Source: an optimization exercise on an open RTL-to-GDS flow (aim: a short achievable clock period and few clock cycles). Production flows keep margins and buffers that such runs may drop.
Only simulation tests tie the RTL to the original design; equivalence was not proved.
Power and IR drop assume default switching activity.

==> flow/design.v (excerpt) <==
module mips_core (
	input  logic  clock,
	input  logic  rst_n,
	output mips_pkg::word_t instruction_addr,
	input  mips_pkg::word_t instruction,
	output mips_pkg::word_t data_addr,
	output mips_pkg::word_t data_wr,
	output logic  mem_read,
	output logic  mem_write,
	input  mips_pkg::word_t data_rd
);
==> flow/config.mk <==
export PLATFORM = sky130hd
export DESIGN_NAME = mips_core
export DESIGN_NICKNAME = mips_core
export VERILOG_FILES = /design/flow/design.v
export SDC_FILE = /design/flow/constraint.sdc
export NUM_CORES = 4
export LEC_CHECK = 0
export ABC_CLOCK_PERIOD_IN_PS = 2000
export CAP_MARGIN = 20
export CORE_MARGIN = 2
export CORE_UTILIZATION = 35
export SETUP_SLACK_MARGIN = 4.0
export SLEW_MARGIN = 20
export SYNTH_HIERARCHICAL = 1
==> flow/constraint.sdc <==
create_clock -name core_clock -period 7.0 [get_ports {clock}]
set_input_delay 1.4000 -clock core_clock [delete_from_list [all_inputs] [get_ports {clock}]]
set_output_delay 1.4000 -clock core_clock [all_outputs]
set_load 0.01 [all_outputs]
standard.sh (not shown) runs the stock make flow with config.mk's settings and CLKGATE_MAP_FILE= SYNTH_SCRIPT=/design/flow/synth_recipe.tcl, a recipe that flattens the netlist after the stock synthesis.
==> flow/flow/run.sh <==
#!/bin/bash
set -euo pipefail
bash standard.sh 'BUFFER_PORTS_ARGS=-buffer_cell sky130_fd_sc_hd__buf_4' finish > standard.log 2>&1
Testbench counts at the start, summed over its fixed seeds: cycles 30,406.
Next try:
--- a/flow/design.v
+++ b/flow/design.v
@@ -101,24 +101,26 @@
 	logic        d_sw;
 	logic        d_cbr;
 	logic        d_fe_rs, d_fm_rs, d_fe_rt, d_fm_rt;
 	logic        stall_q;
 	logic [31:0] e_a;
 	logic [31:0] e_b;
 	logic [31:0] e_sd;
+	logic        e_fa, e_fbt, e_fbn, e_fsd;
 	logic        e_cin;
 	logic [4:0]  e_alu;
 	logic        e_wr;
 	logic [4:0]  e_dest;
 	logic        e_lw;
 	logic        e_sw;
 	logic        e_cbr;
 	logic [31:2] e_tgt;
 	logic [31:0] m_res;
 	logic [31:0] m_sd;
+	logic [31:0] m_resn;
 	logic        m_lw;
 	logic        m_sw;
 	logic        m_wr;
 	logic [31:0] m_dest_oh;
 	logic [31:0] regs [1:31];
 	logic [5:0]  f_op;
 	logic [5:0]  f_fn;
@@ -168,40 +170,44 @@
 		rf_rt = '0;
 		for (int i = 1; i < 32; i++) begin
 			rf_rs = rf_rs | ({32{d_rs_oh[i]}} & regs[i]);
 			rf_rt = rf_rt | ({32{d_rt_oh[i]}} & regs[i]);
 		end
 	end
 	assign m_val  = m_lw ? data_rd : m_res;
-	assign rs_val = d_fe_rs ? e_res : (d_fm_rs ? m_val : rf_rs);
-	assign rt_val = d_fe_rt ? e_res : (d_fm_rt ? m_val : rf_rt);
+	assign rs_val = d_fm_rs ? m_val : rf_rs;
+	assign rt_val = d_fm_rt ? m_val : rf_rt;
 	logic [30:0] f_tsum_c;
 	add_ci #(.W(30)) u_tgt_add (
 		.a   (pc_q),
 		.b   ({{14{instruction[15]}}, instruction[15:0]}),
 		.cin (1'b1),
 		.y   (f_tsum_c)
 	);
 	assign f_tsum = {f_tsum_c[29:0], 1'b0};
 	logic [32:0] sum;
 	logic        slt;
+	logic [31:0] op_a, op_b, op_sd;
+	assign op_a  = e_fa ? m_res : e_a;
+	assign op_b  = e_fbt ? m_res : (e_fbn ? m_resn : e_b);
+	assign op_sd = e_fsd ? m_res : e_sd;
 	logic [32:0] sum_c;
 	add_ci #(.W(32)) u_alu_add (
-		.a   (e_a),
-		.b   (e_b),
+		.a   (op_a),
+		.b   (op_b),
 		.cin (e_cin),
 		.y   (sum_c)
 	);
 	assign sum = {sum_c[31:0], 1'b0};
-	assign slt  = (e_a[31] == e_b[31]) ? e_a[31] : sum[32];
+	assign slt  = (op_a[31] == op_b[31]) ? op_a[31] : sum[32];
 	assign e_res = ({32{e_alu[0]}} & sum[32:1])
-		| ({32{e_alu[2]}} & (e_a & e_b))
-		| ({32{e_alu[3]}} & (e_a | e_b))
+		| ({32{e_alu[2]}} & (op_a & op_b))
+		| ({32{e_alu[3]}} & (op_a | op_b))
 		| {31'd0, e_alu[4] & slt};
-	assign e_redirect = e_cbr && (e_a == e_b);
+	assign e_redirect = e_cbr && (op_a == op_b);
 	logic stall_n;
 	logic fe_rs_n, fm_rs_n, fe_rt_n, fm_rt_n;
 	always_comb begin
 		if (stall_q) begin
 			fe_rs_n = 1'b0;
 			fe_rt_n = 1'b0;
 			fm_rs_n = e_wr && (e_dest == d_rs);
@@ -284,22 +290,27 @@
 			d_cbr     <= f_cbr;
 		end
 		d_fe_rs <= fe_rs_n;
 		d_fm_rs <= fm_rs_n;
 		d_fe_rt <= fe_rt_n;
 		d_fm_rt <= fm_rt_n;
 		e_a    <= rs_val;
+		e_fa   <= d_fe_rs;
+		e_fbt  <= d_fe_rt && !d_use_imm && !d_inv;
+		e_fbn  <= d_fe_rt && !d_use_imm && d_inv;
+		e_fsd  <= d_fe_rt;
 		e_b    <= d_use_imm ? d_imm : (d_inv ? ~rt_val : rt_val);
 		e_cin  <= d_inv;
 		e_sd   <= rt_val;
 		e_alu  <= d_alu;
 		e_dest <= d_dest;
 		e_tgt  <= d_target;
 		m_res     <= e_res;
-		m_sd      <= e_sd;
+		m_resn    <= ~e_res;
+		m_sd      <= op_sd;
 		m_dest_oh <= 32'd1 << e_dest;
 	end
 	assign instruction_addr = {pc_q, 2'b00};
 	assign data_addr        = m_res;
 	assign data_wr          = m_sd;
 	assign mem_read         = m_lw;
 	assign mem_write        = m_sw;
Effect: Synthesized cell count grows by 1.7%. Wire length grows by 1.7%. Hold slack loses 8.1 ps. Clock power shrinks by 3.7%. Flip-flop and latch count grows by 36. Count of clock-buffer cells in the layout grows by 16. Total power shrinks by 0.43%. Cell count grows by 2.6%. Synthesized area grows by 2.4%. Clock skew is about the same. Register-to-register slack loses 160 ps.
Testbench counts after the change, summed over its fixed seeds: cycles 30,406.

==> port drivers added, routing unchanged <==
How much do the figures lean on ideal ports? The routed layouts below were timed once more, with nothing changed but the port constraints. Step 1 assumes that a clkbuf_16 drives the clock port and a buf_2 every other input. Step 2 adds t to the input delays and takes it off the output delays; t is the mean of the earliest and latest rising clock arrival at the registers after step 1. Input paths then give back, and output paths get back, about the clock's delay inside the block. a / b / c = ideal ports / drivers / drivers and shift; a / b = the first two.
| run | shift t [ns] | setup WS [ns] | hold slack, ns | cell pins on the clock port's net |
|---|---|---|---|---|
| the first run | 0.893 | 3.813 / 3.813 / 3.021 | 0.325 / 0.325 / 0.325 | 1 |
| the second run | 0.897 | 3.653 / 3.653 / 2.943 | 0.317 / 0.317 / 0.317 | 1 |
After both steps setup and hold are still met in every run listed. For the first run, which loses most, drivers alone change the setup slack by 0.000 ns; drivers and shift together by -0.792 ns.
